From an optimization exercise on the open Yosys and OpenROAD flow, aimed at small area and a short achievable clock period; shortcuts taken in it are not production practice. Where RTL was checked, it was by simulation tests only, not by an equivalence proof against the original. Only the layout flow was run in run 3; the RTL was not checked for function there. Power and IR drop assume default switching activity.

File: flow/flow/run.sh
#!/bin/bash
# Standard synthesis, then the combinational logic re-mapped by ABC with a
# delay target (registers untouched), then the standard layout steps.
set -euo pipefail
W=$(pwd)
R=$W/orfs/results/$FLOW_PLATFORM/flow_switch_top/base
LIB=$FLOW_HOME/platforms/sky130hd/lib/sky130_fd_sc_hd__tt_025C_1v80.lib
DELAY=${REMAP_DELAY_PS:-2000}
bash standard.sh synth > $W/synth.log 2>&1
cp $R/1_2_yosys.v $W/std_synth.v
sed -e "s|@LIB@|$LIB|g" -e "s|@IN@|$W/std_synth.v|g" -e "s|@OUT@|$W/remap.v|g" \
    -e "s|@DELAY@|$DELAY|g" -e "s|@CONSTR@|$W/flow/abc.constr|g" -e "s|@RDSCRIPT@|$W/flow/rdcone.abc|g" flow/remap.ys.in > $W/remap.ys
yosys -s $W/remap.ys > $W/remap.log 2>&1
cp $W/remap.v $R/1_2_yosys.v
rm -f $R/1_synth.odb $R/1_synth.sdc
bash standard.sh MATCH_CELL_FOOTPRINT=0 'BUFFER_PORTS_ARGS=-buffer_cell sky130_fd_sc_hd__buf_2' finish > $W/finish.log 2>&1
File: flow/flow/abc.constr
set_driving_cell sky130_fd_sc_hd__buf_1
set_load 5
File: flow/flow/rdcone.abc
strash
dch
map -D 100
buffer
upsize -D 100
File: flow/flow/remap.ys.in
# Re-map the combinational logic of the standard synthesis, delay first.
# Registers stay the instances the standard synthesis made.
read_liberty -ignore_miss_func @LIB@
read_verilog @IN@
hierarchy -top flow_switch_top
setattr -mod -set keep_hierarchy 1 sky130_fd_sc_hd__dfbbn_1 sky130_fd_sc_hd__dfbbn_2 sky130_fd_sc_hd__dfbbp_1 sky130_fd_sc_hd__dfrbp_1 sky130_fd_sc_hd__dfrbp_2 sky130_fd_sc_hd__dfrtn_1 sky130_fd_sc_hd__dfrtp_1 sky130_fd_sc_hd__dfrtp_2 sky130_fd_sc_hd__dfrtp_4 sky130_fd_sc_hd__dfsbp_1 sky130_fd_sc_hd__dfsbp_2 sky130_fd_sc_hd__dfstp_1 sky130_fd_sc_hd__dfstp_2 sky130_fd_sc_hd__dfstp_4 sky130_fd_sc_hd__dfxbp_1 sky130_fd_sc_hd__dfxbp_2 sky130_fd_sc_hd__dfxtp_1 sky130_fd_sc_hd__dfxtp_2 sky130_fd_sc_hd__dfxtp_4 sky130_fd_sc_hd__dlclkp_1 sky130_fd_sc_hd__dlclkp_2 sky130_fd_sc_hd__dlclkp_4 sky130_fd_sc_hd__dlrbn_1 sky130_fd_sc_hd__dlrbn_2 sky130_fd_sc_hd__dlrbp_1 sky130_fd_sc_hd__dlrbp_2 sky130_fd_sc_hd__dlrtn_1 sky130_fd_sc_hd__dlrtn_2 sky130_fd_sc_hd__dlrtn_4 sky130_fd_sc_hd__dlrtp_1 sky130_fd_sc_hd__dlrtp_2 sky130_fd_sc_hd__dlrtp_4 sky130_fd_sc_hd__dlxbn_1 sky130_fd_sc_hd__dlxbn_2 sky130_fd_sc_hd__dlxbp_1 sky130_fd_sc_hd__dlxtn_1 sky130_fd_sc_hd__dlxtn_2 sky130_fd_sc_hd__dlxtn_4 sky130_fd_sc_hd__dlxtp_1 sky130_fd_sc_hd__edfxbp_1 sky130_fd_sc_hd__edfxtp_1 sky130_fd_sc_hd__lpflow_inputisolatch_1 sky130_fd_sc_hd__sdfbbn_1 sky130_fd_sc_hd__sdfbbn_2 sky130_fd_sc_hd__sdfbbp_1 sky130_fd_sc_hd__sdfrbp_1 sky130_fd_sc_hd__sdfrbp_2 sky130_fd_sc_hd__sdfrtn_1 sky130_fd_sc_hd__sdfrtp_1 sky130_fd_sc_hd__sdfrtp_2 sky130_fd_sc_hd__sdfrtp_4 sky130_fd_sc_hd__sdfsbp_1 sky130_fd_sc_hd__sdfsbp_2 sky130_fd_sc_hd__sdfstp_1 sky130_fd_sc_hd__sdfstp_2 sky130_fd_sc_hd__sdfstp_4 sky130_fd_sc_hd__sdfxbp_1 sky130_fd_sc_hd__sdfxbp_2 sky130_fd_sc_hd__sdfxtp_1 sky130_fd_sc_hd__sdfxtp_2 sky130_fd_sc_hd__sdfxtp_4 sky130_fd_sc_hd__sdlclkp_1 sky130_fd_sc_hd__sdlclkp_2 sky130_fd_sc_hd__sdlclkp_4 sky130_fd_sc_hd__sedfxbp_1 sky130_fd_sc_hd__sedfxbp_2 sky130_fd_sc_hd__sedfxtp_1 sky130_fd_sc_hd__sedfxtp_2 sky130_fd_sc_hd__sedfxtp_4
setattr -set keep 1 t:sky130_fd_sc_hd__df* t:sky130_fd_sc_hd__edf* t:sky130_fd_sc_hd__sdf* t:sky130_fd_sc_hd__dl*
flatten
opt_clean
# The APB read-data cone first, for delay alone: ABC cannot see that its
# inputs arrive late and its outputs are due early
select -set rdcone o:o_prdata o:o_pslverr %u %ci*:-sky130_fd_sc_hd__dfxtp_1[Q,D]:-sky130_fd_sc_hd__edfxtp_1[Q,D,DE]
abc -constr @CONSTR@ -script @RDSCRIPT@ -liberty @LIB@ -dont_use sky130_fd_sc_hd__probe_p_8 -dont_use sky130_fd_sc_hd__probec_p_8 -dont_use sky130_fd_sc_hd__lpflow_bleeder_1 -dont_use sky130_fd_sc_hd__lpflow_clkbufkapwr_1 -dont_use sky130_fd_sc_hd__lpflow_clkbufkapwr_16 -dont_use sky130_fd_sc_hd__lpflow_clkbufkapwr_2 -dont_use sky130_fd_sc_hd__lpflow_clkbufkapwr_4 -dont_use sky130_fd_sc_hd__lpflow_clkbufkapwr_8 -dont_use sky130_fd_sc_hd__lpflow_clkinvkapwr_1 -dont_use sky130_fd_sc_hd__lpflow_clkinvkapwr_16 -dont_use sky130_fd_sc_hd__lpflow_clkinvkapwr_2 -dont_use sky130_fd_sc_hd__lpflow_clkinvkapwr_4 -dont_use sky130_fd_sc_hd__lpflow_clkinvkapwr_8 -dont_use sky130_fd_sc_hd__lpflow_decapkapwr_12 -dont_use sky130_fd_sc_hd__lpflow_decapkapwr_3 -dont_use sky130_fd_sc_hd__lpflow_decapkapwr_4 -dont_use sky130_fd_sc_hd__lpflow_decapkapwr_6 -dont_use sky130_fd_sc_hd__lpflow_decapkapwr_8 -dont_use sky130_fd_sc_hd__lpflow_inputiso0n_1 -dont_use sky130_fd_sc_hd__lpflow_inputiso0p_1 -dont_use sky130_fd_sc_hd__lpflow_inputiso1n_1 -dont_use sky130_fd_sc_hd__lpflow_inputiso1p_1 -dont_use sky130_fd_sc_hd__lpflow_inputisolatch_1 -dont_use sky130_fd_sc_hd__lpflow_isobufsrc_1 -dont_use sky130_fd_sc_hd__lpflow_isobufsrc_16 -dont_use sky130_fd_sc_hd__lpflow_isobufsrc_2 -dont_use sky130_fd_sc_hd__lpflow_isobufsrc_4 -dont_use sky130_fd_sc_hd__lpflow_isobufsrc_8 -dont_use sky130_fd_sc_hd__lpflow_isobufsrckapwr_16 -dont_use sky130_fd_sc_hd__lpflow_lsbuf_lh_hl_isowell_tap_1 -dont_use sky130_fd_sc_hd__lpflow_lsbuf_lh_hl_isowell_tap_2 -dont_use sky130_fd_sc_hd__lpflow_lsbuf_lh_hl_isowell_tap_4 -dont_use sky130_fd_sc_hd__lpflow_lsbuf_lh_isowell_4 -dont_use sky130_fd_sc_hd__lpflow_lsbuf_lh_isowell_tap_1 -dont_use sky130_fd_sc_hd__lpflow_lsbuf_lh_isowell_tap_2 -dont_use sky130_fd_sc_hd__lpflow_lsbuf_lh_isowell_tap_4 -dont_use sky130_fd_sc_hd__fill_1 -dont_use sky130_fd_sc_hd__fill_2 -dont_use sky130_fd_sc_hd__fill_4 -dont_use sky130_fd_sc_hd__fill_8  @rdcone
select -clear
abc -D @DELAY@ -liberty @LIB@ -dont_use sky130_fd_sc_hd__probe_p_8 -dont_use sky130_fd_sc_hd__probec_p_8 -dont_use sky130_fd_sc_hd__lpflow_bleeder_1 -dont_use sky130_fd_sc_hd__lpflow_clkbufkapwr_1 -dont_use sky130_fd_sc_hd__lpflow_clkbufkapwr_16 -dont_use sky130_fd_sc_hd__lpflow_clkbufkapwr_2 -dont_use sky130_fd_sc_hd__lpflow_clkbufkapwr_4 -dont_use sky130_fd_sc_hd__lpflow_clkbufkapwr_8 -dont_use sky130_fd_sc_hd__lpflow_clkinvkapwr_1 -dont_use sky130_fd_sc_hd__lpflow_clkinvkapwr_16 -dont_use sky130_fd_sc_hd__lpflow_clkinvkapwr_2 -dont_use sky130_fd_sc_hd__lpflow_clkinvkapwr_4 -dont_use sky130_fd_sc_hd__lpflow_clkinvkapwr_8 -dont_use sky130_fd_sc_hd__lpflow_decapkapwr_12 -dont_use sky130_fd_sc_hd__lpflow_decapkapwr_3 -dont_use sky130_fd_sc_hd__lpflow_decapkapwr_4 -dont_use sky130_fd_sc_hd__lpflow_decapkapwr_6 -dont_use sky130_fd_sc_hd__lpflow_decapkapwr_8 -dont_use sky130_fd_sc_hd__lpflow_inputiso0n_1 -dont_use sky130_fd_sc_hd__lpflow_inputiso0p_1 -dont_use sky130_fd_sc_hd__lpflow_inputiso1n_1 -dont_use sky130_fd_sc_hd__lpflow_inputiso1p_1 -dont_use sky130_fd_sc_hd__lpflow_inputisolatch_1 -dont_use sky130_fd_sc_hd__lpflow_isobufsrc_1 -dont_use sky130_fd_sc_hd__lpflow_isobufsrc_16 -dont_use sky130_fd_sc_hd__lpflow_isobufsrc_2 -dont_use sky130_fd_sc_hd__lpflow_isobufsrc_4 -dont_use sky130_fd_sc_hd__lpflow_isobufsrc_8 -dont_use sky130_fd_sc_hd__lpflow_isobufsrckapwr_16 -dont_use sky130_fd_sc_hd__lpflow_lsbuf_lh_hl_isowell_tap_1 -dont_use sky130_fd_sc_hd__lpflow_lsbuf_lh_hl_isowell_tap_2 -dont_use sky130_fd_sc_hd__lpflow_lsbuf_lh_hl_isowell_tap_4 -dont_use sky130_fd_sc_hd__lpflow_lsbuf_lh_isowell_4 -dont_use sky130_fd_sc_hd__lpflow_lsbuf_lh_isowell_tap_1 -dont_use sky130_fd_sc_hd__lpflow_lsbuf_lh_isowell_tap_2 -dont_use sky130_fd_sc_hd__lpflow_lsbuf_lh_isowell_tap_4 -dont_use sky130_fd_sc_hd__fill_1 -dont_use sky130_fd_sc_hd__fill_2 -dont_use sky130_fd_sc_hd__fill_4 -dont_use sky130_fd_sc_hd__fill_8 
opt_clean -purge
splitnets
opt_clean -purge
hilomap -singleton -hicell sky130_fd_sc_hd__conb_1 HI -locell sky130_fd_sc_hd__conb_1 LO
insbuf -buf sky130_fd_sc_hd__buf_4 A X
rename -hide w:* i:* o:* %u %d
select flow_switch_top
stat -liberty @LIB@
write_verilog -noattr -nohex -nodec -selected @OUT@
File: flow/standard.sh
#!/bin/bash
# synth_recipe.tcl (not shown) runs the flow's synth.tcl, then flattens the netlist and writes it again
# the make line also repeats each setting of config.mk as NAME=value (left out here)
make -C /OpenROAD-flow-scripts/flow DESIGN_CONFIG=/design/flow/config.mk WORK_HOME=/design/flow/orfs CLKGATE_MAP_FILE= SYNTH_SCRIPT=/design/flow/synth_recipe.tcl "${@:-finish}"
File: flow/config.mk
export PLATFORM = sky130hd
export DESIGN_NAME = flow_switch_top
export DESIGN_NICKNAME = flow_switch_top
export VERILOG_FILES = /design/flow/design.v
export SDC_FILE = /design/flow/constraint.sdc
export NUM_CORES = 4
export LEC_CHECK = 0
export CAP_MARGIN = 20
export CORE_MARGIN = 2
export CORE_UTILIZATION = 45
export CTS_BUF_LIST = sky130_fd_sc_hd__clkbuf_8
export CTS_CLUSTER_DIAMETER = 50
export CTS_CLUSTER_SIZE = 16
export PLACE_DENSITY = 0.7
export SETUP_SLACK_MARGIN = 2.2
export SLEW_MARGIN = 20
File: flow/constraint.sdc
create_clock -name core_clock -period 5.0 [get_ports {clk}]
set_input_delay 1.0000 -clock core_clock [delete_from_list [all_inputs] [get_ports {clk}]]
set_output_delay 1.0000 -clock core_clock [all_outputs]
set_load 0.01 [all_outputs]
File: flow/design.v
package flow_switch_pkg;
	typedef struct packed {
		logic [1:0] dest;
		logic [3:0] payload;
	} word_fields_t;
	typedef union packed {
		logic [6-1:0] raw;
		word_fields_t       fields;
	} word_u;
	typedef struct packed {
		logic full;
		logic empty;
		logic almost_full;
		logic almost_empty;
		logic error;
	} fifo_status_t;
	typedef struct packed {
		logic               psel;
		logic               penable;
		logic               pwrite;
		logic [4-1:0] paddr;
		logic [8-1:0] pwdata;
	} apb_req_t;
	typedef struct packed {
		logic [8-1:0] prdata;
		logic               pready;
		logic               pslverr;
	} apb_rsp_t;
	typedef struct packed {
		logic [5-1:0] af;
		logic [5-1:0] ae;
	} thresh_t;
endpackage
`timescale 1ns/1ps
module fifo16 (
	input  logic               clk,
	input  logic               reset_L,
	input  logic               i_wr,
	input  logic [6-1:0] i_wr_data,
	input  logic               i_rd,
	output logic [6-1:0] o_head,
	output logic               o_hv,
	output logic [1:0]         o_dest,
	output logic               o_overrun
);
	logic [6-1:0] head;
	logic [6-1:0] body [16-1];
	logic [6-1:0] body_head;
	logic               hv;
	logic [7:0]         bcnt;
	logic [15:0]        bsel;
	logic               overrun;
	logic               b_empty;
	logic               full;
	logic               wr_ok;
	logic               head_ld_body;
	logic               head_ld_in;
	logic [6-1:0] head_next;
	logic [1:0]         dest_n;
	always_comb begin
		bsel[0] = !bcnt[7] && !bcnt[0];
		bsel[8] =  bcnt[7] &&  bcnt[0];
		for (int k = 1; k < 8; k++) begin
			bsel[k]     =  bcnt[k-1] && !bcnt[k];
			bsel[k + 8] = !bcnt[k-1] &&  bcnt[k];
		end
	end
	assign b_empty = bsel[0];
	assign full    = hv && bsel[15];
	assign wr_ok = i_wr && (!full || i_rd);
	always_ff @(posedge clk) begin
		if (wr_ok && hv) begin
			body[0] <= i_wr_data;
			for (int k = 1; k < 16-1; k++)
				body[k] <= body[k-1];
		end
	end
	always_comb begin
		body_head = '0;
		for (int k = 1; k < 16; k++)
			body_head = body_head | ({6{bsel[k]}} & body[k-1]);
	end
	assign head_ld_body = i_rd && !b_empty;
	assign head_ld_in   = wr_ok && (!hv || i_rd);
	assign head_next    = head_ld_body ? body_head : head_ld_in ? i_wr_data : head;
	always_ff @(posedge clk) begin
		head   <= head_next;
		dest_n <= ~head_next[6-1 -: 2];
	end
	always_ff @(posedge clk) begin
		if (!reset_L) begin
			hv      <= 1'b0;
			bcnt    <= 8'd0;
			overrun <= 1'b0;
		end else begin
			hv <= wr_ok || (hv && !(i_rd && b_empty));
			if (wr_ok && hv && !i_rd)
				bcnt <= {bcnt[6:0], !bcnt[7]};
			else if (i_rd && !b_empty && !wr_ok)
				bcnt <= {!bcnt[0], bcnt[7:1]};
			if (i_wr)
				overrun <= !wr_ok;
		end
	end
	assign o_head    = head;
	assign o_hv      = hv;
	assign o_dest    = ~dest_n;
	assign o_overrun = overrun;
endmodule
`timescale 1ns/1ps
module vc_arbiter (
	input  logic                            clk,
	input  logic                            reset_L,
	input  logic                            i_enable,
	input  logic [4-1:0]              i_in_valid,
	input  logic [4-1:0][6-1:0] i_in_head,
	input  logic [4-1:0]              i_out_af,
	input  logic [4-1:0][1:0]         i_in_dest,
	output logic [4-1:0]              o_in_pop,
	output logic [4-1:0]              o_out_wr,
	output logic [3:0]                      o_out_data
);
	logic [4-1:0] eligible;
	logic [4-1:0] last_q;
	logic [4-1:0] grant;
	logic               grant_vld;
	logic [4-1:0] xfer_wr_d;
	logic [3:0]         xfer_pl_d;
	logic [4-1:0] xfer_wr_q;
	logic [3:0]         xfer_pl_q;
	always_comb begin
		for (int i = 0; i < 4; i++)
			eligible[i] = i_enable && i_in_valid[i] &&
				!i_out_af[i_in_dest[i]];
	end
	always_comb begin
		for (int i = 0; i < 4; i++) begin
			logic [1:0] p1, p2, p3;
			p1 = 2'(i + 1);
			p2 = 2'(i + 2);
			p3 = 2'(i + 3);
			grant[i] = eligible[i] && (
				last_q[p3] ||
				(last_q[p2] && !eligible[p3]) ||
				(last_q[p1] && !eligible[p2] && !eligible[p3]) ||
				(last_q[i]  && !eligible[p1] && !eligible[p2] && !eligible[p3]));
		end
	end
	assign grant_vld = |eligible;
	always_comb begin
		xfer_wr_d = '0;
		xfer_pl_d = '0;
		for (int i = 0; i < 4; i++) begin
			if (grant[i]) begin
				xfer_wr_d[i_in_dest[i]] = 1'b1;
				xfer_pl_d = xfer_pl_d | i_in_head[i][3:0];
			end
		end
	end
	assign o_in_pop = grant;
	always_ff @(posedge clk) begin
		if (!reset_L) begin
			last_q    <= 4'b1000;
			xfer_wr_q <= '0;
		end else begin
			xfer_wr_q <= xfer_wr_d;
			if (grant_vld)
				last_q <= grant;
		end
	end
	always_ff @(posedge clk)
		xfer_pl_q <= xfer_pl_d;
	assign o_out_wr   = xfer_wr_q;
	assign o_out_data = xfer_pl_q;
endmodule
`timescale 1ns/1ps
module flow_ctrl_regs (
	input  logic               clk,
	input  logic               reset_L,
	input  logic               i_psel,
	input  logic               i_penable,
	input  logic               i_pwrite,
	input  logic [3:0]         i_paddr,
	input  logic [7:0]         i_pwdata,
	output logic [7:0]         o_prdata,
	output logic               o_pready,
	output logic               o_pslverr,
	input  logic [4-1:0] i_in_empty,
	input  logic [4-1:0] i_in_error,
	input  logic [4-1:0] i_out_empty,
	input  logic [4-1:0] i_out_error,
	output logic               o_enable,
	output logic [3:0]         o_af,
	output logic               o_af_wr,
	output logic [3:0]         o_af_wdata
);
	logic       enable_q;
	logic [3:0] af_q;
	logic [3:0] ae_q;
	logic [7:0] err_q;
	logic [7:0] err_clr;
	logic [7:0] rd_mux;
	logic       wr_en;
	logic       thr_wr;
	logic [3:0] af_wr;
	assign wr_en = i_psel && i_penable && i_pwrite;
	assign thr_wr = wr_en && i_paddr == 4'h4;
	assign af_wr  = (i_pwdata[3:0] == 4'd0) ? 4'd1 : i_pwdata[3:0];
	assign err_clr = (wr_en && i_paddr == 4'hC) ? i_pwdata : '0;
	always_ff @(posedge clk) begin
		if (!reset_L) begin
			enable_q <= 1'b0;
			af_q     <= 4'd15;
			ae_q     <= 4'd1;
			err_q    <= '0;
		end else begin
			if (wr_en && i_paddr == 4'h0)
				enable_q <= i_pwdata[0];
			if (thr_wr) begin
				af_q <= af_wr;
				ae_q <= i_pwdata[7:4];
			end
			err_q <= (err_q & ~err_clr) | {i_out_error, i_in_error};
		end
	end
	always_comb begin
		case (i_paddr)
			4'h0:    rd_mux = {7'd0, enable_q};
			4'h4:    rd_mux = {ae_q, af_q};
			4'h8:    rd_mux = {i_in_empty, i_out_empty};
			4'hC:    rd_mux = err_q;
			default: rd_mux = '0;
		endcase
	end
	assign o_prdata  = (i_psel && !i_pwrite) ? rd_mux : '0;
	assign o_pready  = 1'b1;
	assign o_pslverr = i_psel && i_penable && (i_paddr[1:0] != 2'b00);
	assign o_enable = enable_q;
	assign o_af      = af_q;
	assign o_af_wr    = thr_wr;
	assign o_af_wdata = af_wr;
endmodule
`timescale 1ns/1ps
module flow_switch_top (
	input  logic                        clk,
	input  logic                        reset_L,
	input  logic                        i_psel,
	input  logic                        i_penable,
	input  logic                        i_pwrite,
	input  logic [4-1:0]          i_paddr,
	input  logic [8-1:0]          i_pwdata,
	output logic [8-1:0]          o_prdata,
	output logic                        o_pready,
	output logic                        o_pslverr,
	input  logic [4-1:0]          i_push,
	input  logic [4*6-1:0]  i_in_data,
	input  logic [4-1:0]          i_pop,
	output logic [4*6-1:0]  o_out_data,
	output logic [4-1:0]          o_out_empty
);
	logic [4-1:0]              in_empty;
	logic [4-1:0]              in_error;
	logic [4-1:0][6-1:0] in_head;
	logic [4-1:0][1:0]         in_dest;
	logic [4-1:0]              in_pop;
	logic [4-1:0]              out_empty;
	logic [4-1:0]              out_af;
	logic [4-1:0]              out_error;
	logic [4-1:0]              out_wr;
	logic [3:0]                      xfer_data;
	logic                            enable;
	logic [3:0]                      af;
	logic                            af_wr;
	logic [3:0]                      af_wdata;
	for (genvar g = 0; g < 4; g++) begin : g_ch
		logic [3:0] out_head;
		logic       in_hv;
		fifo16 u_in_fifo (
			.clk        (clk),
			.reset_L    (reset_L),
			.i_wr       (i_push[g]),
			.i_wr_data  (i_in_data[g*6 +: 6]),
			.i_rd       (in_pop[g]),
			.o_head     (in_head[g]),
			.o_hv       (in_hv),
			.o_dest     (in_dest[g]),
			.o_overrun  (in_error[g])
		);
		fifo16_out u_out_fifo (
			.clk        (clk),
			.reset_L    (reset_L),
			.i_wr       (out_wr[g]),
			.i_wr_data  (xfer_data),
			.i_rd       (i_pop[g]),
			.i_af       (af),
			.i_af_wr    (af_wr),
			.i_af_wdata (af_wdata),
			.o_head     (out_head),
			.o_empty    (out_empty[g]),
			.o_af       (out_af[g]),
			.o_underrun (out_error[g])
		);
		assign in_empty[g] = !in_hv;
		assign o_out_data[g*6 +: 6] = i_pop[g] ? {2'(g), out_head} : '0;
		assign o_out_empty[g] = out_empty[g];
	end
	vc_arbiter u_arbiter (
		.clk        (clk),
		.reset_L    (reset_L),
		.i_enable   (enable),
		.i_in_valid (~in_empty),
		.i_in_head  (in_head),
		.i_out_af   (out_af),
		.i_in_dest  (in_dest),
		.o_in_pop   (in_pop),
		.o_out_wr   (out_wr),
		.o_out_data (xfer_data)
	);
	flow_ctrl_regs u_regs (
		.clk         (clk),
		.reset_L     (reset_L),
		.i_psel      (i_psel),
		.i_penable   (i_penable),
		.i_pwrite    (i_pwrite),
		.i_paddr     (i_paddr),
		.i_pwdata    (i_pwdata),
		.o_prdata    (o_prdata),
		.o_pready    (o_pready),
		.o_pslverr   (o_pslverr),
		.i_in_empty  (in_empty),
		.i_in_error  (in_error),
		.i_out_empty (out_empty),
		.i_out_error (out_error),
		.o_enable    (enable),
		.o_af        (af),
		.o_af_wr     (af_wr),
		.o_af_wdata  (af_wdata)
	);
endmodule
module fifo16_out (
	input  logic       clk,
	input  logic       reset_L,
	input  logic       i_wr,
	input  logic [3:0] i_wr_data,
	input  logic       i_rd,
	input  logic [3:0] i_af,
	input  logic       i_af_wr,
	input  logic [3:0] i_af_wdata,
	output logic [3:0] o_head,
	output logic       o_empty,
	output logic       o_af,
	output logic       o_underrun
);
	logic [3:0] head;
	logic [3:0] body [16-1];
	logic [4:0] fill;
	logic [4:0] fill_next;
	logic [3:0] bidx;
	logic       empty;
	logic       af;
	logic       underrun;
	logic       b_empty;
	logic       rd_ok;
	logic       up;
	logic       dn;
	logic [3:0] af_next;
	assign b_empty = (fill[4:1] == 4'd0);
	assign rd_ok   = i_rd && !empty;
	assign up      = i_wr && !rd_ok;
	assign dn      = rd_ok && !i_wr;
	assign bidx    = 4'(fill - 5'd2);
	always_ff @(posedge clk) begin
		if (i_wr && !empty) begin
			body[0] <= i_wr_data;
			for (int k = 1; k < 16-1; k++)
				body[k] <= body[k-1];
		end
	end
	always_ff @(posedge clk) begin
		if (rd_ok && !b_empty)
			head <= body[bidx];
		else if (i_wr && (empty || rd_ok))
			head <= i_wr_data;
	end
	assign fill_next = up ? fill + 5'd1 : dn ? fill - 5'd1 : fill;
	assign af_next = i_af_wr ? i_af_wdata : i_af;
	always_ff @(posedge clk) begin
		if (!reset_L) begin
			fill     <= 5'd0;
			empty    <= 1'b1;
			af       <= 1'b0;
			underrun <= 1'b0;
		end else begin
			fill  <= fill_next;
			empty <= (fill_next == 5'd0);
			af    <= (fill_next >= {1'b0, af_next});
			if (i_rd)
				underrun <= empty;
		end
	end
	assign o_head     = head;
	assign o_empty    = empty;
	assign o_af       = af;
	assign o_underrun = underrun;
endmodule
==> out/qor.txt, run 1 <==
via count -> 18.9k
Placed Cells -> 2958
relative slew slack -> 0.281
cells after synthesis -> 2019
Psw -> 0.00405 W
CTS Sinks -> 749
critical path startpoint category -> input pin
vias in the first global route -> 18.4k
post-layout total power -> 0.0136 W
P_leak -> 10.7 nW
most frequent cells in the layout -> edfxtp_1 (632), nand2_1 (146), nor2_1 (114), a21oi_1 (109), dfxtp_1 (106)
clock skew -> 0.0351 ns
post-layout util -> 0.509
Comb power frac -> 0.162
part of the power in registers -> 0.546
Post-route DRC -> 0
min Tclk post-route -> 2.77 ns
Area growth syn-to-layout -> 11.8%
fin cells -> 3092
final max-slew violation count -> 0
Final Hold Vio Count -> 0
Most common cell on crit path -> buf_2
Max rail drop VDD -> 208 µV
Placer Congestion -> 0.896
crit-path max FO -> 6
CP required -> 4.00 ns
DR iter-0 viols -> 2584
WL/cell -> 22.3 µm
row count -> 93
TritonCTS clock tree -> yes
Die H -> 259 µm
Detail Route Antenna Nets -> 0
Ports -> 87
Longest Clk Path Bufs -> 3
Initial Utilization -> 0.455
CP bufs+invs -> 2
Crit path max-delay family -> compound AO/OA/AOI/OAI gates
Clock Power Share -> 0.291
initial antenna violation count -> 2
crit path DAT -> 1.77 ns
pwr dens -> 414 nW/µm²
max incr delay on CP -> 0.19 ns
Sequential Area -> 21300 µm²
Worst-path clk slew -> 0.10 ns
hold slack -> 0.440 ns
Fill cells -> 5420
first-pass GRT wire length -> 106000 µm
Hold-fix buffers, CTS -> 0
nets -> 2232
Worst Setup End Kind -> primary output
drt pass-1 iters -> 8
slowest cell on the critical path -> nor2_4
GR Overflow Total -> 0
Setup-failing EPs final -> 0
largest net degree at the start of global routing -> 91
outcome -> complete, no violations
Routed Wire Length -> 69000 µm
MaxCap Viol Count -> 0
yosys warns -> 6
Syn Area/Cell -> 14.5 µm²
TNS Setup -> 0 ns
P_int -> 0.00952 W
most common cell after layout, fill and taps aside -> edfxtp_1
hpwl dp -> 43900 µm
total track usage -> 0.200
Setup CP Type -> in -> out
Worst Hold Class -> reg -> reg
CTS Buf Count -> 72
Chip Width -> 259 µm
area of the multi-input gates -> 8140 µm²
H-Tree Depth -> 3
post-synthesis cell area -> 29300 µm²
Port Buf Inserts -> 81
slew at the pin closest to its max-slew limit -> 1.08 ns
Worst-Skew Late Latency -> 0.68 ns
layout cells sized above 1 -> 0.136
max frequency -> 0.362 GHz
critical path, cell by cell -> buf_2 > nor2_4 > o2111ai_2 > a21oi_2 > buf_2
RSZ-0062 raised after global routing -> yes
vias per std cell -> 6.12
die area -> 67200 µm²
switch share -> 0.299
final worst-path cycle share -> 0.553
Root Driver -> clkbuf_8
area of the core -> 64500 µm²
Ant. Diodes -> 0
==> layer usage <==
metal  track usage  routed length (µm)  vias up
met3        0.0372                5570      140
met5             0                  24        -
met4        0.0639                1680        4
met1         0.282               29600     9460
li1              -                   -     8445
met2         0.315               32100      877
==> sequential cells by signal, indices dropped and copies added (netlist names), 8 cells and up <==
signal                 count
g_ch.u_in_fifo.dest_n      8
g_ch.u_in_fifo.head       24
g_ch.u_out_fifo.fill      20
g_ch.u_in_fifo.bcnt       32
g_ch.u_out_fifo.body     240
g_ch.u_in_fifo.body      360
g_ch.u_out_fifo.head      16
u_regs.err_q               8
==> final cells by class <==
type / count / area share
sequential: 749 / 0.651
clock buffer: 75 / 0.0315
inverter: 42 / 0.00489
clock inverter: 53 / 0.0140
tap: 855 / 0.0326
multi-input combinational: 1218 / 0.248
timing repair buffer: 100 / 0.0179
==> metrics by stage <==
step | worst slack (ns) | area [µm²]
floorplan | 1.81 | 29500
global placement | 1.82 | 31000
detailed placement | 1.70 | 31000
CTS | 2.18 | 32600
global route | 2.15 | 32800
finish | 2.23 | 32800
==> worst register-to-register path, cell delays in order (launching register included) <==
cell,delay [ns]
dfxtp_2,0.36
nor2b_4,0.13
a22o_1,0.31
or4_4,0.49
o221ai_2,0.21
o311a_1,0.27
nand2b_4,0.20
mux2_1,0.35
mux2i_1,0.31
==> power by group through the flow <==
stage	Clock, W	Sequential (W)	Combinational [W]
after floorplan	0	0.00738	0.00155
after global placement	0	0.00752	0.00210
after detailed placement	0	0.00753	0.00213
after CTS	0.00402	0.00740	0.00216
after global routing	0.00423	0.00745	0.00242
final	0.00395	0.00741	0.00220
==> worst paths after layout <==
check | start | endpoint | slack (ns) | cells after the start
setup / recovery | i_paddr[0] | o_prdata[0] | 2.23 | 5
hold / removal | g_ch[2].u_out_fifo.body[3][2] | g_ch[2].u_out_fifo.body[4][2] | 0.44 | 0
setup reg to reg | g_ch[3].u_in_fifo.dest_n[0] | g_ch[0].u_in_fifo.dest_n[1] | 2.24 | 8
hold reg to reg | g_ch[2].u_out_fifo.body[3][2] | g_ch[2].u_out_fifo.body[4][2] | 0.44 | 0
==> repair_timing <==
item                                    CTS  global route
pin swaps                                 3             5
buffers inserted                          2             2
gates cloned                              1             1
hold endpoints to repair                  0             0
gates resized for setup                  29            53
endpoints found under the setup margin  434           242
==> run 2, diff against run 1 <==
--- a/flow/config.mk
+++ b/flow/config.mk
@@ -10,6 +10,6 @@
 export CORE_UTILIZATION = 45
-export CTS_BUF_LIST = sky130_fd_sc_hd__clkbuf_8
-export CTS_CLUSTER_DIAMETER = 50
-export CTS_CLUSTER_SIZE = 16
-export PLACE_DENSITY = 0.7
+export CTS_BUF_LIST = sky130_fd_sc_hd__clkbuf_8 sky130_fd_sc_hd__clkbuf_16
+export CTS_CLUSTER_DIAMETER = 55
+export CTS_CLUSTER_SIZE = 20
+export PLACE_DENSITY = 0.6
 export SETUP_SLACK_MARGIN = 2.2
==> out/qor.txt, run 2 <==
outcome -> complete, no violations (unchanged)
Post-route DRC -> 0 (unchanged)
RSZ-0062 raised after global routing -> yes (unchanged)
Top reg by flops -> g_ch.u_in_fifo.body (unchanged)
min Tclk post-route -> 2.76 ns (was 2.77 ns)
Longest Clk Path Bufs -> 3 (unchanged)
area of the core -> 64500 µm² (unchanged)
Final Hold Vio Count -> 0 (unchanged)
most common cell after layout, fill and taps aside -> edfxtp_1 (unchanged)
hpwl dp -> 44500 µm (was 43900 µm)
pwr dens -> 440 nW/µm² (was 414 nW/µm²)
Die H -> 259 µm (unchanged)
final max-slew violation count -> 0 (unchanged)
row count -> 93 (unchanged)
Max rail drop VDD -> 221 µV (was 208 µV)
clock skew -> 0.0197 ns (was 0.0351 ns)
Port Buf Inserts -> 81 (unchanged)
max frequency -> 0.362 GHz (about the same)
area of the multi-input gates -> 8120 µm² (was 8140 µm²)
via count -> 18.6k (was 18.9k)
nets -> 2226 (was 2232)
MaxCap Viol Count -> 0 (unchanged)
crit path DAT -> 1.76 ns (was 1.77 ns)
yosys warns -> 6 (unchanged)
die area -> 67200 µm² (unchanged)
first-pass GRT wire length -> 106000 µm (about the same)
largest net degree at the start of global routing -> 91 (unchanged)
most frequent cells in the layout -> edfxtp_1 (632), nand2_1 (144), nor2_1 (114), a21oi_1 (109), dfxtp_1 (106) (was edfxtp_1 (632), nand2_1 (146), nor2_1 (114), a21oi_1 (109), dfxtp_1 (106))
total track usage -> 0.202 (was 0.200)
WL/cell -> 22.5 µm (was 22.3 µm)
final worst-path cycle share -> 0.553 (about the same)
relative slew slack -> 0.219 (was 0.281)
TritonCTS clock tree -> yes (unchanged)
initial antenna violation count -> 5 (was 2)
Initial Utilization -> 0.455 (unchanged)
Placed Cells -> 2960 (was 2958)
slew at the pin closest to its max-slew limit -> 1.17 ns (was 1.08 ns)
vias per std cell -> 6.02 (was 6.12)
Routed Wire Length -> 69200 µm (was 69000 µm)
Placer Congestion -> 0.862 (was 0.896)
Syn Area/Cell -> 14.5 µm² (unchanged)
GR Overflow Total -> 0 (unchanged)
Area growth syn-to-layout -> 14.2% (was 11.8%)
drt pass-1 iters -> 8 (unchanged)
Sequential Area -> 21300 µm² (unchanged)
P_leak -> 11.0 nW (was 10.7 nW)
CTS Sinks -> 749 (unchanged)
Setup CP Type -> in -> out (unchanged)
Ports -> 87 (unchanged)
Worst Hold Class -> reg -> reg (unchanged)
fin cells -> 3082 (was 3092)
post-synthesis cell area -> 29300 µm² (unchanged)
H-Tree Depth -> 2 (was 3)
CP required -> 4.00 ns (about the same)
flip-flop count of the largest register after layout -> 360 (unchanged)
critical path startpoint category -> input pin (unchanged)
Root Driver -> clkbuf_16 (was clkbuf_8)
CTS Buf Count -> 59 (was 72)
Largest regs -> g_ch.u_in_fifo.body: 360 flops, g_ch.u_out_fifo.body: 240 flops, g_ch.u_in_fifo.bcnt: 32 flops (unchanged)
Chip Width -> 259 µm (unchanged)
Setup-failing EPs final -> 0 (unchanged)
layout cells sized above 1 -> 0.136 (about the same)
Detail Route Antenna Nets -> 0 (unchanged)
Worst Setup End Kind -> primary output (unchanged)
Hold-fix buffers, CTS -> 0 (unchanged)
DR iter-0 viols -> 2130 (was 2584)
crit-path max FO -> 15 (was 6)
Worst-Skew Late Latency -> 0.64 ns (was 0.68 ns)
Ant. Diodes -> 0 (unchanged)
cells after synthesis -> 2019 (unchanged)
Worst-path clk slew -> 0.08 ns (was 0.10 ns)
TNS Setup -> 0 ns (unchanged)
Fill cells -> 5373 (was 5420)
vias in the first global route -> 17.9k (was 18.4k)
[run 2: power by group]
group	switching, W	leakage (nW)	internal, W
Clock	0.00242	1.08	0.00265
Combinational	0.00137	3.23	0.000850
Sequential	0.000383	6.73	0.00703
[run 2: area by class of cell]
class / instances / share of cell area
clock inverter: 43 / 0.0138
inverter: 42 / 0.00478
tap: 855 / 0.0320
timing repair buffer: 108 / 0.0197
multi-input combinational: 1217 / 0.243
clock buffer: 68 / 0.0498
sequential: 749 / 0.637
[run 2: layer usage]
layer | vias up | track usage | wire length, µm
met5 | - | 0 | 42
met2 | 717 | 0.322 | 32400
met1 | 9285 | 0.287 | 30700
met3 | 115 | 0.0363 | 4630
met4 | 6 | 0.0500 | 1450
li1 | 8443 | - | -
[run 2: metrics by stage]
step                hold WS, ns  utilization  setup WS, ns  cell area, µm²  power, W
floorplan                 0.408            -          1.81           29500   0.00893
global placement          0.425        0.481          1.82           31000   0.00967
detailed placement        0.426        0.481          1.78           31000   0.00969
CTS                       0.433        0.516          2.10           33200    0.0148
global route              0.435        0.519          2.14           33500    0.0153
finish                    0.431        0.519          2.24           33500    0.0147
[run 2: worst max-delay path, cell delays in order]
cell and delay, ns:
buf_8 0.12, inv_4 0.07, nor2_4 0.19, nand2_1 0.10
a21oi_2 0.14, buf_2 0.14
[run 2: worst paths after layout]
path                                      from                            to  slack (ns)  cells after the start
setup / recovery                    i_paddr[3]                   o_prdata[5]        2.24                      6
hold / removal    g_ch[0].u_in_fifo.body[5][2]  g_ch[0].u_in_fifo.body[6][2]        0.43                      0
setup reg to reg   g_ch[3].u_in_fifo.dest_n[0]     g_ch[0].u_in_fifo.head[5]        2.31                      8
hold reg to reg   g_ch[0].u_in_fifo.body[5][2]  g_ch[0].u_in_fifo.body[6][2]        0.43                      0
[run 2: timing repair]
item                                    in CTS  in global routing
pin swaps                                    3                  7
endpoints found under the setup margin     393                137
hold endpoints to repair                     0                  0
cloned                                       1                  0
resized for setup                           27                 51
setup buffers                                2                  8
==> run 3, diff against run 2 <==
--- a/flow/design.v
+++ b/flow/design.v
@@ -365,3 +365,5 @@
 	logic       dn;
-	logic [3:0] af_next;
+	logic       af_up;
+	logic       af_hold;
+	logic       af_dn;
 	assign b_empty = (fill[4:1] == 4'd0);
@@ -385,3 +387,5 @@
 	assign fill_next = up ? fill + 5'd1 : dn ? fill - 5'd1 : fill;
-	assign af_next = i_af_wr ? i_af_wdata : i_af;
+	assign af_up   = ({1'b0, fill} + 6'd1 >= {2'b0, i_af});
+	assign af_hold = (fill >= {1'b0, i_af});
+	assign af_dn   = (fill > {1'b0, i_af});
 	always_ff @(posedge clk) begin
@@ -395,3 +399,6 @@
 			empty <= (fill_next == 5'd0);
-			af    <= (fill_next >= {1'b0, af_next});
+			if (i_af_wr)
+				af <= (fill_next >= {1'b0, i_af_wdata});
+			else
+				af <= up ? af_up : dn ? af_dn : af_hold;
 			if (i_rd)
--- a/flow/config.mk
+++ b/flow/config.mk
@@ -10,5 +10,5 @@
 export CORE_UTILIZATION = 45
-export CTS_BUF_LIST = sky130_fd_sc_hd__clkbuf_8 sky130_fd_sc_hd__clkbuf_16
-export CTS_CLUSTER_DIAMETER = 55
-export CTS_CLUSTER_SIZE = 20
+export CTS_BUF_LIST = sky130_fd_sc_hd__clkbuf_8
+export CTS_CLUSTER_DIAMETER = 50
+export CTS_CLUSTER_SIZE = 16
 export PLACE_DENSITY = 0.6
==> out/qor.txt, run 3 <==
outcome -> complete, no violations (unchanged)
clock skew -> 0.0307 ns (was 0.0197 ns)
Setup-failing EPs final -> 0 (unchanged)
Setup CP Type -> in -> out (unchanged)
vias per std cell -> 6.06 (was 6.02)
RSZ-0062 raised after global routing -> yes (unchanged)
TNS Setup -> 0 ns (unchanged)
Syn Area/Cell -> 14.3 µm² (was 14.5 µm²)
Fill cells -> 5532 (was 5373)
pre-CTS WS -> 1.73 ns (was 1.78 ns)
GR Util met1 -> 0.306 (was 0.287)
Psw -> 0.00432 W (was 0.00418 W)
Post-route DRC -> 0 (unchanged)
Longest Clk Path Bufs -> 3 (unchanged)
critical path startpoint category -> input pin (unchanged)
CTS Buf Count -> 83 (was 59)
PnR worst setup slack -> 2.19 ns (was 2.24 ns)
flip-flop count of the largest register after layout -> 360 (unchanged)
area of the core -> 65500 µm² (was 64500 µm²)
Worst-Skew Late Latency -> 0.70 ns (was 0.64 ns)
MaxCap Viol Count -> 0 (unchanged)
Largest regs -> g_ch.u_in_fifo.body: 360 flops, g_ch.u_out_fifo.body: 240 flops, g_ch.u_in_fifo.bcnt: 32 flops (unchanged)
WL/cell -> 22.8 µm (was 22.5 µm)
Ports -> 87 (unchanged)
Sequential Area -> 21300 µm² (about the same)
most common cell after layout, fill and taps aside -> edfxtp_1 (unchanged)
drt pass-1 iters -> 6 (was 8)
die area -> 67900 µm² (was 67200 µm²)
post-layout total power -> 0.0141 W (was 0.0147 W)
layout cells sized above 1 -> 0.147 (was 0.136)
crit-path max FO -> 8 (was 15)
part of the power in registers -> 0.527 (was 0.504)
Comb power frac -> 0.155 (was 0.151)
first-pass GRT wire length -> 112000 µm (was 106000 µm)
total track usage -> 0.213 (was 0.202)
P_int -> 0.00978 W (was 0.0105 W)
Area growth syn-to-layout -> 13.3% (was 14.2%)
Hold-fix buffers, CTS -> 0 (unchanged)
nets -> 2312 (was 2226)
Final Hold Vio Count -> 0 (unchanged)
Max rail drop VDD -> 247 µV (was 221 µV)
post-synthesis cell area -> 29600 µm² (was 29300 µm²)
final worst-path cycle share -> 0.562 (was 0.553)
Initial Utilization -> 0.452 (was 0.455)
via count -> 19.4k (was 18.6k)
switch share -> 0.306 (was 0.284)
final max-slew violation count -> 0 (unchanged)
area of the multi-input gates -> 8390 µm² (was 8120 µm²)
pwr dens -> 420 nW/µm² (was 440 nW/µm²)
Worst-path clk slew -> 0.11 ns (was 0.08 ns)
CP required -> 4.00 ns (about the same)
relative slew slack -> 0.257 (was 0.219)
TritonCTS clock tree -> yes (unchanged)
most used routing layer -> met2 (unchanged)
DR iter-0 viols -> 2442 (was 2130)
crit path DAT -> 1.81 ns (was 1.76 ns)
cells after synthesis -> 2072 (was 2019)
Chip Width -> 261 µm (was 259 µm)
Port Buf Inserts -> 81 (unchanged)
initial antenna violation count -> 3 (was 5)
Worst Hold Class -> reg -> reg (unchanged)
GR Overflow Total -> 0 (unchanged)
most frequent cells in the layout -> edfxtp_1 (632), nand2_1 (148), nor2_1 (121), a21oi_1 (109), dfxtp_1 (101) (was edfxtp_1 (632), nand2_1 (144), nor2_1 (114), a21oi_1 (109), dfxtp_1 (106))
row count -> 94 (was 93)
Routed Wire Length -> 72900 µm (was 69200 µm)
Worst Setup End Kind -> primary output (unchanged)
min Tclk post-route -> 2.81 ns (was 2.76 ns)
largest net degree at the start of global routing -> 91 (unchanged)
Clock Power Share -> 0.318 (was 0.345)
Top reg by flops -> g_ch.u_in_fifo.body (unchanged)
max frequency -> 0.356 GHz (was 0.362 GHz)
Placer Congestion -> 0.870 (was 0.862)
met3 usage -> 0.0477 (was 0.0363)
yosys warns -> 6 (unchanged)
Detail Route Antenna Nets -> 0 (unchanged)
vias in the first global route -> 18.5k (was 17.9k)
slew at the pin closest to its max-slew limit -> 1.11 ns (was 1.17 ns)
met2 usage -> 0.326 (was 0.322)
Root Driver -> clkbuf_8 (was clkbuf_16)
Die H -> 261 µm (was 259 µm)
H-Tree Depth -> 3 (was 2)
CTS Sinks -> 749 (unchanged)
hpwl dp -> 46500 µm (was 44500 µm)
P_leak -> 11.0 nW (about the same)
## run 3: changes by cell type in the layout (fill, tap and decap cells not counted), moves of 10 or more
cell | previous run | this run
clkbuf_8 | 3 | 88
clkbuf_16 | 65 | 0
nand3_1 | 39 | 73
a22o_1 | 33 | 14
nor2b_1 | 53 | 66
o211ai_1 | 16 | 3
nand4_1 | 18 | 28
## run 3: stage by stage
stage                     area [µm²]   util  std cells  hold slack, ns
final                          33500  0.512       3197           0.437
after global routing           33500  0.512       3196           0.452
after CTS                      33300  0.508       3186           0.433
after detailed placement       31200  0.476       3022           0.433
after global placement         31200  0.476       3022           0.428
after floorplan                29700      -       2075           0.408
## run 3: critical path, cell delays in order
cell and delay (ns):
buf_12 0.13, nor2_4 0.13, nand3b_4 0.15, buf_6 0.15, a21oi_2 0.11, buf_2 0.14
## run 3: metal layers
layer | part of all wire | wire length [µm]
met1 | 0.43 | 31700
met2 | 0.46 | 33600
met3 | 0.082 | 6000
met4 | 0.022 | 1600
met5 | 0.00037 | 27
## run 3: cell type report
class / instances / share of cell area
antenna: 3 / 0.000224
clock inverter: 64 / 0.0186
inverter: 35 / 0.00410
sequential: 749 / 0.636
timing repair buffer: 115 / 0.0222
tap: 864 / 0.0322
clock buffer: 88 / 0.0361
multi-input combinational: 1279 / 0.250
## run 3: final timing paths
check / end / from / slack (ns) / depth (start not counted)
setup / recovery: o_prdata[2] / i_paddr[0] / 2.19 / 6
hold / removal: g_ch[3].u_in_fifo.body[13][1] / g_ch[3].u_in_fifo.body[12][1] / 0.44 / 0
setup reg to reg: g_ch[0].u_in_fifo.body[1][0] / g_ch[0].u_in_fifo.dest_n[1] / 2.21 / 6
hold reg to reg: g_ch[3].u_in_fifo.body[13][1] / g_ch[3].u_in_fifo.body[12][1] / 0.44 / 0
## run 3: power groups by stage
stage | Sequential (W) | Combinational [W] | Clock, W
floorplan | 0.00739 | 0.00153 | 0
global placement | 0.00755 | 0.00211 | 0
detailed placement | 0.00755 | 0.00212 | 0
CTS | 0.00742 | 0.00215 | 0.00459
global route | 0.00747 | 0.00241 | 0.00482
finish | 0.00743 | 0.00219 | 0.00448
## run 3: repair_timing
| action | in CTS | in global routing |
|---|---|---|
| gates resized for setup | 55 | 55 |
| gates cloned | 3 | 1 |
| pin swaps | 7 | 6 |
| setup buffers | 9 | 7 |
| endpoints found under the setup margin | 408 | 327 |
==> run 4, diff against run 3 <==
--- a/flow/design.v
+++ b/flow/design.v
@@ -365,5 +365,3 @@
 	logic       dn;
-	logic       af_up;
-	logic       af_hold;
-	logic       af_dn;
+	logic [3:0] af_next;
 	assign b_empty = (fill[4:1] == 4'd0);
@@ -387,5 +385,3 @@
 	assign fill_next = up ? fill + 5'd1 : dn ? fill - 5'd1 : fill;
-	assign af_up   = ({1'b0, fill} + 6'd1 >= {2'b0, i_af});
-	assign af_hold = (fill >= {1'b0, i_af});
-	assign af_dn   = (fill > {1'b0, i_af});
+	assign af_next = i_af_wr ? i_af_wdata : i_af;
 	always_ff @(posedge clk) begin
@@ -399,6 +395,3 @@
 			empty <= (fill_next == 5'd0);
-			if (i_af_wr)
-				af <= (fill_next >= {1'b0, i_af_wdata});
-			else
-				af <= up ? af_up : dn ? af_dn : af_hold;
+			af    <= (fill_next >= {1'b0, af_next});
 			if (i_rd)
--- a/flow/flow/run.sh
+++ b/flow/flow/run.sh
@@ -1,4 +1,9 @@
 #!/bin/bash
-# Standard synthesis, then the combinational logic re-mapped by ABC with a
-# delay target (registers untouched), then the standard layout steps.
+# Standard synthesis (standard.sh synth, unchanged), then its combinational
+# logic re-mapped by ABC (flow/remap.ys.in: the APB read-data cone first, for
+# delay, then the rest; every register stays the instance and cell type the
+# standard synthesis made), then the standard layout steps on that netlist,
+# with sizing free to change a cell's footprint and the port buffers built
+# from buf_2. Each tool's output goes to its own log here: synth.log,
+# remap.log, finish.log.
 set -euo pipefail
--- a/flow/config.mk
+++ b/flow/config.mk
@@ -14,3 +14,4 @@
 export PLACE_DENSITY = 0.6
-export SETUP_SLACK_MARGIN = 2.2
+export SETUP_SLACK_MARGIN = 2.3
 export SLEW_MARGIN = 20
+export TNS_END_PERCENT = 20
==> out/qor.txt, run 4 <==
outcome -> complete, no violations (unchanged)
R2R Setup Slk -> 2.18 ns (was 2.21 ns)
part of the power in registers -> 0.534 (was 0.527)
Longest Clk Path Bufs -> 3 (unchanged)
relative slew slack -> 0.289 (was 0.257)
Root Driver -> clkbuf_8 (unchanged)
Syn Area/Cell -> 14.5 µm² (was 14.3 µm²)
via count -> 18.8k (was 19.4k)
Setup CP Type -> in -> out (unchanged)
GR Overflow Total -> 0 (unchanged)
vias per std cell -> 6.03 (was 6.06)
critical path, cell by cell -> buf_4 > inv_4 > nor2_4 > nand2_1 > a21oi_1 > buf_2 (was buf_12 > nor2_4 > nand3b_4 > buf_6 > a21oi_2 > buf_2)
Top reg by flops -> g_ch.u_in_fifo.body (unchanged)
final max-slew violation count -> 0 (unchanged)
row count -> 93 (was 94)
critical path startpoint category -> input pin (unchanged)
slew at the pin closest to its max-slew limit -> 1.07 ns (was 1.11 ns)
RSZ-0062 raised after global routing -> yes (unchanged)
Final Hold Vio Count -> 0 (unchanged)
flip-flop count of the largest register after layout -> 360 (unchanged)
clock skew -> 0.0303 ns (was 0.0307 ns)
most frequent cells in the layout -> edfxtp_1 (632), nand2_1 (148), nor2_1 (117), a21oi_1 (116), dfxtp_1 (107) (was edfxtp_1 (632), nand2_1 (148), nor2_1 (121), a21oi_1 (109), dfxtp_1 (101))
yosys warns -> 6 (unchanged)
MaxCap Viol Count -> 0 (unchanged)
Critical R2R Capture -> g_ch[0].u_in_fifo.head[4] (was g_ch[0].u_in_fifo.body[1][0])
Clock Power Share -> 0.307 (was 0.318)
Ports -> 87 (unchanged)
CP required -> 4.00 ns (about the same)
layout cells sized above 1 -> 0.135 (was 0.147)
first-pass GRT wire length -> 107000 µm (was 112000 µm)
P_int -> 0.00972 W (was 0.00978 W)
nets -> 2243 (was 2312)
WL/cell -> 22.5 µm (was 22.8 µm)
Crit path max-delay family -> buffers and inverters (unchanged)
Port Buf Inserts -> 81 (unchanged)
max incr delay on CP -> 0.18 ns (was 0.15 ns)
TritonCTS clock tree -> yes (unchanged)
DR iter-0 viols -> 2233 (was 2442)
TNS Setup -> 0 ns (unchanged)
max frequency -> 0.353 GHz (was 0.356 GHz)
Routed Wire Length -> 69900 µm (was 72900 µm)
Worst-Skew Late Latency -> 0.69 ns (was 0.70 ns)
Endpoint, Worst Hold -> g_ch[2].u_in_fifo.body[9][3] (was g_ch[3].u_in_fifo.body[13][1])
Worst-path clk slew -> 0.10 ns (was 0.11 ns)
Min-Delay Path Depth -> 0 (unchanged)
Met2 Routed Length -> 32600 µm (was 33600 µm)
Max Used Layer -> met5 (unchanged)
Setup-failing EPs final -> 0 (unchanged)
vias in the first global route -> 18.1k (was 18.5k)
min Tclk post-route -> 2.83 ns (was 2.81 ns)
switch share -> 0.299 (was 0.306)
largest net degree at the start of global routing -> 91 (unchanged)
Worst R2R Path Depth -> 8 (was 6)
hold path start -> g_ch[2].u_in_fifo.body[8][3] (was g_ch[3].u_in_fifo.body[12][1])
crit-path max FO -> 15 (was 8)
Placer Congestion -> 0.868 (was 0.870)
area of the core -> 64500 µm² (was 65500 µm²)
initial antenna violation count -> 4 (was 3)
worst reg2reg startpoint -> g_ch[3].u_in_fifo.dest_n[0] (was g_ch[0].u_in_fifo.dest_n[1])
P_leak -> 10.8 nW (was 11.0 nW)
total track usage -> 0.204 (was 0.213)
Worst Setup End Kind -> primary output (unchanged)
Largest regs -> g_ch.u_in_fifo.body: 360 flops, g_ch.u_out_fifo.body: 240 flops, g_ch.u_in_fifo.bcnt: 32 flops (unchanged)
met1 WL -> 30400 µm (was 31700 µm)
slowest cell on the critical path -> nor2_4 (was nand3b_4)
Max rail drop VDD -> 214 µV (was 247 µV)
Fill cells -> 5540 (was 5532)
Area growth syn-to-layout -> 12.2% (was 13.3%)
Placed Cells -> 2965 (was 3022)
PnR worst setup slack -> 2.17 ns (was 2.19 ns)
CP bufs+invs -> 3 (unchanged)
die area -> 67200 µm² (was 67900 µm²)
pwr dens -> 421 nW/µm² (was 420 nW/µm²)
hpwl dp -> 44300 µm (was 46500 µm)
Worst Hold Class -> reg -> reg (unchanged)
Initial Utilization -> 0.455 (was 0.452)
Chip Width -> 259 µm (was 261 µm)
Die H -> 259 µm (was 261 µm)
cells after synthesis -> 2019 (was 2072)
Detail Route Antenna Nets -> 0 (unchanged)
CTS Sinks -> 749 (unchanged)
H-Tree Depth -> 3 (unchanged)
Comb power frac -> 0.159 (was 0.155)
post-synthesis cell area -> 29300 µm² (was 29600 µm²)
pre-CTS WS -> 1.65 ns (was 1.73 ns)
crit path DAT -> 1.83 ns (was 1.81 ns)
fin cells -> 3112 (was 3197)
Psw -> 0.00414 W (was 0.00432 W)
final worst-path cycle share -> 0.566 (was 0.562)
Met3 Routed Length -> 4930 µm (was 6000 µm)
CTS Buf Count -> 77 (was 83)
Post-route DRC -> 0 (unchanged)
drt pass-1 iters -> 6 (unchanged)
most common cell after layout, fill and taps aside -> edfxtp_1 (unchanged)
-- run 4: cell count changes in the layout (fill, tap and decap cells not counted), moves of 9 or more --
cell,delta
o211ai_1,+13
o21a_1,-9
clkbuf_8,-10
nand4_1,-10
a22o_1,+20
nand3_1,-32
nor2b_1,-12
-- run 4: per-stage QoR --
stage          cell area (µm²)  total power [W]  hold slack [ns]   util
4_1_cts                  32800           0.0139            0.449  0.508
5_1_grt                  32900           0.0145            0.450  0.510
2_1_floorplan            29400          0.00893            0.408      -
6_report                 32900           0.0139            0.448  0.510
3_5_place_dp             31000          0.00968            0.430  0.481
3_3_place_gp             31000          0.00966            0.423  0.481
-- run 4: worst max path at each step --
stage                               start                       endpoint  slack [ns]  cells past startpoint
6_report                       i_paddr[3]                    o_prdata[6]        2.17                      6
3_3_place_gp                   i_paddr[0]          g_ch[2].u_out_fifo.af        1.71                     10
5_1_grt          g_ch[0].u_out_fifo.empty                    o_prdata[0]        2.10                      4
2_1_floorplan      u_arbiter.xfer_wr_q[1]  g_ch[1].u_out_fifo.body[0][0]        1.46                      1
3_5_place_dp              u_regs.enable_q      g_ch[0].u_in_fifo.bcnt[3]        1.65                      8
4_1_cts        g_ch[2].u_out_fifo.fill[3]     g_ch[2].u_out_fifo.head[2]        2.13                      7
-- run 4: power groups by stage --
stage | Combinational [W] | Sequential, W | Clock [W]
floorplan | 0.00155 | 0.00738 | 0
global placement | 0.00214 | 0.00752 | 0
detailed placement | 0.00215 | 0.00753 | 0
CTS | 0.00218 | 0.00739 | 0.00438
global route | 0.00242 | 0.00744 | 0.00461
finish | 0.00220 | 0.00740 | 0.00426
-- run 4: repair_timing --
| action | CTS | global route |
|---|---|---|
| hold buffers | 0 | 0 |
| setup buffers | 1 | 1 |
| pin swaps | 1 | 1 |
| gates cloned | 2 | 1 |
| resized for setup | 30 | 27 |
| endpoints found under the setup margin | 448 | 398 |
-- run 4: cell type report --
type	instances	area, µm²	area share
inverters	42	160	0.00487
multi-input cells	1218	8020	0.244
repair buffers	106	633	0.0192
diodes	1	2.50	0.0000761
clock inverters	63	607	0.0184
well taps	855	1070	0.0325
clock buffers	78	1070	0.0326
flip-flops and latches	749	21300	0.648
-- run 4: worst register-to-register path, stage by stage, from the launching register on --
cell and delay [ns]:
dfxtp_2 0.36, nor2b_4 0.13, a22o_1 0.29, or4_4 0.47, o221ai_1 0.26, o311a_1 0.28, nand2b_2 0.24, mux2_1 0.38
mux2_1 0.30
-- run 4: metal layers --
metal  global-route usage  vias to the layer above
met5                    0                        -
met4               0.0787                        4
met3               0.0353                      127
met2                0.318                      689
met1                0.287                     9456
li1                     -                     8490
==> run 5, diff against run 4 <==
--- a/flow/config.mk
+++ b/flow/config.mk
@@ -14,4 +14,4 @@
 export PLACE_DENSITY = 0.6
-export SETUP_SLACK_MARGIN = 2.3
+export SETUP_SLACK_MARGIN = 2.4
 export SLEW_MARGIN = 20
-export TNS_END_PERCENT = 20
+export TNS_END_PERCENT = 10
==> out/qor.txt, run 5 <==
die area -> 67200 µm² (unchanged)
Placer Congestion -> 0.893 (was 0.868)
CTS Sinks -> 749 (unchanged)
Fill cells -> 5436 (was 5540)
largest net degree at the start of global routing -> 91 (unchanged)
crit path DAT -> 1.73 ns (was 1.83 ns)
Syn Area/Cell -> 14.5 µm² (unchanged)
Ports -> 87 (unchanged)
post-synthesis cell area -> 29300 µm² (unchanged)
post-layout util -> 0.517 (was 0.510)
relative slew slack -> 0.294 (was 0.289)
Die H -> 259 µm (unchanged)
H-Tree Depth -> 3 (unchanged)
Critical R2R Capture -> g_ch[0].u_in_fifo.body[3][2] (was g_ch[0].u_in_fifo.head[4])
final worst-path cycle share -> 0.547 (was 0.566)
Worst Hold Class -> reg -> reg (unchanged)
most used routing layer -> met2 (unchanged)
TritonCTS clock tree -> yes (unchanged)
MaxCap Viol Count -> 0 (unchanged)
outcome -> complete, no violations (unchanged)
critical path, cell by cell -> buf_6 > nor2_4 > nand3b_4 > a21oi_1 > buf_2 (was buf_4 > inv_4 > nor2_4 > nand2_1 > a21oi_1 > buf_2)
Setup-failing EPs final -> 0 (unchanged)
CP required -> 4.00 ns (about the same)
clock skew -> 0.0439 ns (was 0.0303 ns)
Hold-fix buffers, CTS -> 0 (unchanged)
slew at the pin closest to its max-slew limit -> 1.06 ns (was 1.07 ns)
Worst Setup End Kind -> primary output (unchanged)
Top reg by flops -> g_ch.u_in_fifo.body (unchanged)
critical path startpoint category -> input pin (unchanged)
GR Overflow Total -> 0 (unchanged)
post-placement cell area -> 31000 µm² (about the same)
Longest Clk Path Bufs -> 3 (unchanged)
max incr delay on CP -> 0.19 ns (was 0.18 ns)
pwr dens -> 422 nW/µm² (was 421 nW/µm²)
Worst-Skew Late Latency -> 0.70 ns (was 0.69 ns)
most common cell after layout, fill and taps aside -> edfxtp_1 (unchanged)
Port Buf Inserts -> 81 (unchanged)
GR Util met1 -> 0.290 (was 0.287)
Ant. Diodes -> 0 (was 1)
min Tclk post-route -> 2.73 ns (was 2.83 ns)
crit-path max FO -> 8 (was 15)
layout cells sized above 1 -> 0.154 (was 0.135)
area of the core -> 64500 µm² (unchanged)
met2 usage -> 0.317 (was 0.318)
via count -> 18.7k (was 18.8k)
Worst-path clk slew -> 0.10 ns (about the same)
total track usage -> 0.203 (was 0.204)
Root Driver -> clkbuf_8 (unchanged)
initial antenna violation count -> 2 (was 4)
first-pass GRT wire length -> 106000 µm (was 107000 µm)
vias in the first global route -> 18.0k (was 18.1k)
P_leak -> 11.0 nW (was 10.8 nW)
Final Hold Vio Count -> 0 (unchanged)
drt pass-1 iters -> 7 (was 6)
RSZ-0062 raised after global routing -> yes (unchanged)
Setup CP Type -> in -> out (unchanged)
flip-flop count of the largest register after layout -> 360 (unchanged)
pre-CTS WS -> 1.68 ns (was 1.65 ns)
Chip Width -> 259 µm (unchanged)
Initial Utilization -> 0.455 (unchanged)
WL/cell -> 22.3 µm (was 22.5 µm)
Area growth syn-to-layout -> 13.8% (was 12.2%)
CTS Buf Count -> 76 (was 77)
nets -> 2264 (was 2243)
hold path start -> g_ch[3].u_out_fifo.body[4][0] (was g_ch[2].u_in_fifo.body[8][3])
yosys warns -> 6 (unchanged)
cells after synthesis -> 2019 (unchanged)
hpwl dp -> 44300 µm (about the same)
max frequency -> 0.366 GHz (was 0.353 GHz)
finished layout cell area -> 33300 µm² (was 32900 µm²)
row count -> 93 (unchanged)
Largest regs -> g_ch.u_in_fifo.body: 360 flops, g_ch.u_out_fifo.body: 240 flops, g_ch.u_in_fifo.bcnt: 32 flops (unchanged)
TNS Setup -> 0 ns (unchanged)
Post-route DRC -> 0 (unchanged)
Detail Route Antenna Nets -> 0 (unchanged)
R2R Setup Slk -> 2.29 ns (was 2.18 ns)
most frequent cells in the layout -> edfxtp_1 (632), nand2_1 (149), nor2_1 (113), a21oi_1 (112), dfxtp_1 (102) (was edfxtp_1 (632), nand2_1 (148), nor2_1 (117), a21oi_1 (116), dfxtp_1 (107))
Routed Wire Length -> 69800 µm (was 69900 µm)
Endpoint, Worst Hold -> g_ch[3].u_out_fifo.body[5][0] (was g_ch[2].u_in_fifo.body[9][3])
met3 usage -> 0.0366 (was 0.0353)
Max rail drop VDD -> 280 µV (was 214 µV)
vias per std cell -> 5.98 (was 6.03)
PnR worst setup slack -> 2.27 ns (was 2.17 ns)
Worst R2R Path Depth -> 7 (was 8)
slowest cell on the critical path -> nor2_4 (unchanged)
Min-Delay Path Depth -> 0 (unchanged)
final max-slew violation count -> 0 (unchanged)
DR iter-0 viols -> 2017 (was 2233)
worst reg2reg startpoint -> g_ch[2].u_out_fifo.af (was g_ch[3].u_in_fifo.dest_n[0])
[run 5: area by class of cell]
type                       count  area (µm²)  share of cell area
inverter                      42         160             0.00480
tap                          855        1070              0.0321
clock buffer                  83        1140              0.0343
clock inverter                54         622              0.0186
timing repair buffer         128         843              0.0253
sequential                   749       21300               0.640
multi-input combinational   1218        8160               0.245
[run 5: metrics by stage]
| stage | std cells | hold WS [ns] | total power [W] |
|---|---|---|---|
| global placement | 2966 | 0.424 | 0.00966 |
| detailed placement | 2966 | 0.422 | 0.00968 |
| finish | 3129 | 0.436 | 0.0141 |
| CTS | 3108 | 0.441 | 0.0141 |
| floorplan | 2022 | 0.408 | 0.00892 |
| global route | 3129 | 0.451 | 0.0147 |
[run 5: power breakdown]
part	total [W]	switching, W	internal, W
clock network	0.00442	0.00236	0.00206
logic	0.00223	0.00137	0.000862
registers	0.00742	0.000386	0.00703
[run 5: timing repair]
item	in CTS	in global routing
pin swaps	10	11
setup buffers	4	20
gates resized for setup	68	51
endpoints found under the setup margin	469	422
hold endpoints to repair	0	0
gates cloned	1	1
[run 5: how the worst max path moves through the flow]
stage,startpoint,end,depth (start not counted)
after floorplan,u_arbiter.xfer_wr_q[1],g_ch[1].u_out_fifo.body[0][0],1
after CTS,i_paddr[1],o_prdata[0],5
after detailed placement,i_paddr[0],g_ch[2].u_out_fifo.af,10
final,i_paddr[0],o_prdata[1],5
after global placement,i_paddr[0],g_ch[2].u_out_fifo.af,10
after global routing,i_paddr[3],o_prdata[2],6
[run 5: critical path, delay by kind of cell]
family	cells	cell delay (ns)
AO/OA/AOI/OAI	1	0.14
buffers and inverters	2	0.25
AND/OR/NAND/NOR	2	0.34
[run 5: per-layer routing]
metal / part of all wire / wire (µm) / up-vias
li1: - / - / 8511
met1: 0.44 / 30600 / 9329
met2: 0.47 / 32600 / 746
met3: 0.068 / 4740 / 135
met4: 0.026 / 1790 / 4
met5: 0.00039 / 27 / -

re-timing with driven ports:
Ports are ideal in the flow. The routed layouts listed here were re-timed in OpenROAD.
Step 1 sets driving cells, clkbuf_16 on the clock port and buf_2 on the other inputs (assumed; they add their load-dependent delay and slew).
Step 2 moves the port delays by t, midway between the first and last clock arrival at a register: inputs arrive t later, outputs are due t later. That takes back most of the time a late clock gives input paths.
Slacks: no drivers / after step 1 / after step 2; pairs: no drivers / after step 1.
run | shift t [ns] | setup slack, ns | latest minus earliest clock arrival (ns) | worst data-port slew with drivers (ns) | cell pins on the clock port's net
run 1 | 0.724 | 2.235 / 2.203 / 1.694 | 0.041 / 0.041 | 0.10 | 1
run 2 | 0.691 | 2.236 / 2.180 / 1.731 | 0.025 / 0.024 | 0.13 | 1
run 3 | 0.734 | 2.189 / 2.141 / 1.836 | 0.040 / 0.039 | 0.09 | 1
run 4 | 0.730 | 2.171 / 2.131 / 1.615 | 0.043 / 0.044 | 0.08 | 1
run 5 | 0.740 | 2.266 / 2.219 / 1.741 | 0.045 / 0.045 | 0.09 | 1
After both steps every run listed still meets setup and hold. For run 4, which loses most, drivers alone change the setup slack by -0.040 ns; drivers and shift together by -0.556 ns.
